This design comes from an exercise in tuning for a short achievable clock period and few clock cycles on the open sky130 flow, not from production work. The RTL was checked by simulation tests, not by an equivalence proof against the original design. Power and IR drop assume default switching activity.

==> run M <==
## core_top
module core_top (
    input  wire        clk,
    input  wire        rst_n,
    input  wire        halt,
    input  wire [31:0] mem_rdata,
    input  wire        mem_ready,
    output wire [31:0] mem_addr,
    output wire [31:0] mem_wdata,
    output wire        mem_we,
    output wire        mem_valid,
    output wire        running
);
Settings: LEC_CHECK=0, ABC_CLOCK_PERIOD_IN_PS=3500, CAP_MARGIN=20, CORE_MARGIN=2, CORE_UTILIZATION=40, SETUP_SLACK_MARGIN=5, SLEW_MARGIN=20, TNS_END_PERCENT=100; clock period 9.0 ns.
run.sh (not shown) runs the stock make flow with config.mk's settings and CLKGATE_MAP_FILE= SYNTH_SCRIPT=/design/flow/synth_recipe.tcl, a recipe that flattens the netlist after the stock synthesis.
==> run B: changes against run M <==
--- a/flow/design.v
+++ b/flow/design.v
@@ -178,61 +178,74 @@
     wire st_done = done && !r_fetch && rwe;
     wire [CB-1:0] f_idx    = fpc[CB+1:2];
     wire          f_rgn    = fpc[31:15] == c_rgn;
     wire [31:0]   fw       = cw[f_idx];
     wire          f_isbr   = fw[27:26] == 2'd2;
     wire          f_tpend  = fl_v && (fl_idx == f_idx);
     wire [31:2]   fl_tgt   = fl_pc + {{6{fl_off[23]}}, fl_off};
+    wire          f_stable = 1'b0;     
     reg  [CN-1:0] l_hit;
     reg  [CN-1:0] l_br;        
     reg  [CN-1:0] l_fs;        
     reg  [CN-1:0] l_st;        
+    reg  [CN-1:0] l_ex;        
     reg  [CN-1:0] l_fold;      
     reg  [CN-1:0] l_fbr;       
     reg  [CN-1:0] l_nop;       
+    reg  [CN-1:0] l_skip;      
+    reg  [31:0]   l_w1 [0:CN-1];
     reg  [CN-1:0] l_tk0;       
     reg  [CN-1:0] l_tk1;       
     reg  [31:2]   l_tg1 [0:CN-1];
     reg  [3:0]    l_nc  [0:CN-1];
     integer j;
     always @(*) begin
         for (i = 0; i < CN; i = i + 1) begin
             l_hit[i] = cv[i] && (ct[i] == fpc[14:6]);
             l_br[i]  = cw[i][27:26] == 2'd2;
             l_fs[i]  = (cw[i][27:26] == 2'd0) && (cw[i][20] || cw[i][24:21] == OP_CMP);
             l_st[i]  = l_br[i] && (cw[i][31:28] == 4'd14 ||
                                    (cw[i][31:28] != 4'd15 && ch[i]));
+            l_ex[i]  = l_br[i] && cond_eval(cw[i][31:28], flags);
             l_nop[i] = (cw[i][27:26] == 2'd3) || (cw[i][31:28] == 4'd15);
         end
         for (i = 0; i < CN; i = i + 1) begin
             j = (i + 1) % CN;
             l_fbr[i]  = l_br[j] && (!l_fs[i] || cw[j][31:29] == 3'd0) &&
                         !(fl_v && fl_idx == j);
-            l_fold[i] = (i != CN - 1) && !l_br[i] && l_hit[j] && (l_fbr[i] || l_nop[j]);
-            l_tk0[i]  = l_st[i];
-            l_tk1[i]  = l_fbr[i] && l_st[j];
+            l_fold[i] = (i != CN - 1) && !l_br[i] && l_hit[j] &&
+                        (l_fbr[i] || l_nop[j] ||
+                         (f_stable && !l_fs[i] && !cond_eval(cw[j][31:28], flags)));
+            l_tk0[i]  = f_stable ? l_ex[i] : l_st[i];
+            l_tk1[i]  = l_fbr[i] && ((f_stable && !l_fs[i]) ? l_ex[j] : l_st[j]);
             l_tg1[i]  = cb[j];
+            l_skip[i] = (i != CN - 1) && !l_fold[i] && l_hit[j] && !l_br[j] &&
+                        (l_nop[i] || (f_stable && !cond_eval(cw[i][31:28], flags)));
+            l_w1[i]   = cw[j];
             l_nc[i]   = cw[j][31:28];
         end
     end
     wire          f_lhit   = l_hit[f_idx] && f_rgn;
     wire          f_hit    = f_lhit;
     wire          f_fold   = l_fold[f_idx];
     wire          f_fbr    = f_fold && l_fbr[f_idx];
     wire [31:2]   f_tgt    = f_fold ? l_tg1[f_idx] : f_tpend ? fl_tgt : cb[f_idx];
     wire [31:2]   f_seq    = fpc[31:2] + 30'd1;
     wire [31:2]   f_seq2   = fpc[31:2] + 30'd2;
-    wire [31:2]   f_seqn   = ({30{f_fold}} & f_seq2) | ({30{!f_fold}} & f_seq);
-    wire          f_taken  = f_fold ? l_tk1[f_idx] : l_tk0[f_idx];
+    wire          f_skip   = l_skip[f_idx];
+    wire          f_two    = f_fold || f_skip;
+    wire [31:2]   f_seqn   = ({30{f_two}} & f_seq2) | ({30{!f_two}} & f_seq);
+    wire          f_taken  = f_fold ? l_tk1[f_idx] : (l_tk0[f_idx] && !f_skip);
+    wire [31:0]   f_pw     = f_skip ? l_w1[f_idx] : fw;     
     wire          f_fs;
     wire [3:0]    f_bsel;
     wire          f_urn;
     wire          f_ub;
     wire          f_wr;
-    assign {f_fs, f_bsel, f_urn, f_ub, f_wr} = predec(fw);
+    assign {f_fs, f_bsel, f_urn, f_ub, f_wr} = predec(f_pw);
     wire [CB-1:0] s_idx    = f_seq[CB+1:2];
     wire          s_hit    = (f_idx != {CB{1'b1}}) ? (l_hit[s_idx] && f_rgn) :
                              (cv[0] && (ct[0] == f_seq[14:6]) && (f_seq[31:15] == c_rgn));
     wire [CB-1:0] m_idx    = ra[CB+1:2];
     wire          m_rgn    = ra[31:15] == c_rgn;
     wire          snoop    = st_done && cv[m_idx] && (ct[m_idx] == ra[14:6]) && m_rgn;
     wire [31:0] dw     = ib_w[0];
@@ -450,15 +463,15 @@
                     dq_we[1] <= !x_ld;
                     dq_rd[1] <= x_rd;
                 end
             end
             dq_v0 <= (dq_v0 && !dq_pop) || dq_v1 || dq_push;
             dq_v1 <= (dq_v1 && !dq_pop) || (dq_v0 && !dq_pop && dq_push);
             if (!ib_v1) begin
-                ib_w[1]    <= fw;
+                ib_w[1]    <= f_pw;
                 ib_tgt[1]  <= f_tgt;
                 ib_seq[1]  <= f_seqn;
                 ib_ab[1]   <= f_fbr;
                 ib_abc[1]  <= l_nc[f_idx];
                 ib_bl[1]   <= f_fold ? f_idx + 1'b1 : f_idx;
                 ib_pred[1] <= f_taken;
                 ib_fs[1]   <= f_fs;
@@ -473,15 +486,15 @@
                 ib_pred[0] <= 1'b0;
                 ib_fs[0]   <= p_fs;
                 ib_bsel[0] <= p_bsel;
                 ib_urn[0]  <= p_urn;
                 ib_ub[0]   <= p_ub;
                 ib_wr[0]   <= p_wr;
             end else if (!ib_v0 || (!ib_v1 && d_pop)) begin
-                ib_w[0]    <= fw;
+                ib_w[0]    <= f_pw;
                 ib_tgt[0]  <= f_tgt;
                 ib_seq[0]  <= f_seqn;
                 ib_ab[0]   <= f_fbr;
                 ib_abc[0]  <= l_nc[f_idx];
                 ib_bl[0]   <= f_fold ? f_idx + 1'b1 : f_idx;
                 ib_pred[0] <= f_taken;
                 ib_fs[0]   <= f_fs;
==> comparison <==
Run B finished clean. Run M finished clean.
In clock power, run M and run B hardly differ.
Of run M and run B, run M has the higher setup slack (gap 0.019 ns).
Between run M and run B, the lower clock-buffer cell count is in run B (gap 2).
Against run M, the cell area of run B is larger by about 1.8%.
Between run B and run M, the lower sequential power is in run B (gap about 2%, measured against run M).
In run M the sequential share of layout area is higher than in run B, by 0.66 points.
Against run B, the area after synthesis of run M is smaller by 2.1%.
==> figures <==
item	run B	run M
Number of combinational gates with multiple inputs	10,200	9,889
Row cnt	213	211
Termination of the worst setup path	ra[26]	ra[27]
Pin count of the biggest net entering global routing	168	166
Post-CTS repair timing setup buffer count	297	276
Status	timing/DRC/antenna clean	timing/DRC/antenna clean
Total power	68.0 mW	65.0 mW
Count of nets after finishing	14,300	14,000
# diodes	46	27
Share of Yosys cell area claimed by the top area cell type	45.2%	46.1%
Final core occ	48.3%	48.4%
Chip width	586 um	580 um
Distinct cell type count after synthesis	97	106
Maximum ir drop on the vdd rail	0.366 mV	0.318 mV
Global-route wire length before repair	935,000 um	905,000 um
Testbench counts of run M, summed over its fixed seeds: cycles 42,140.
Testbench counts of run B, summed over its fixed seeds: cycles 41,917.

## what the ideal ports hide
The flow's constraints put no driver on any port. The routed layouts listed below were extracted and timed again, unchanged, in two steps. Step 1 sets driving cells, clkbuf_16 on the clock port and buf_2 on the other inputs (assumed; they add their load-dependent delay and slew). Step 2 moves the port delays by t, midway between the first and last clock arrival at a register: inputs arrive t later, outputs are due t later. That takes back most of the time a late clock gives input paths. Slacks: no drivers / after step 1 / after step 2; pairs: no drivers / after step 1.
run	t, ns	setup WS [ns]	pins driven straight from the clock port
run M	1.030	4.462 / 4.462 / 3.787	1
run B	1.017	4.443 / 4.443 / 3.900	1
After both steps setup and hold are still met in every run listed. The setup slack of run M, which loses most, moves by 0.000 ns with the drivers and by -0.675 ns with both steps.
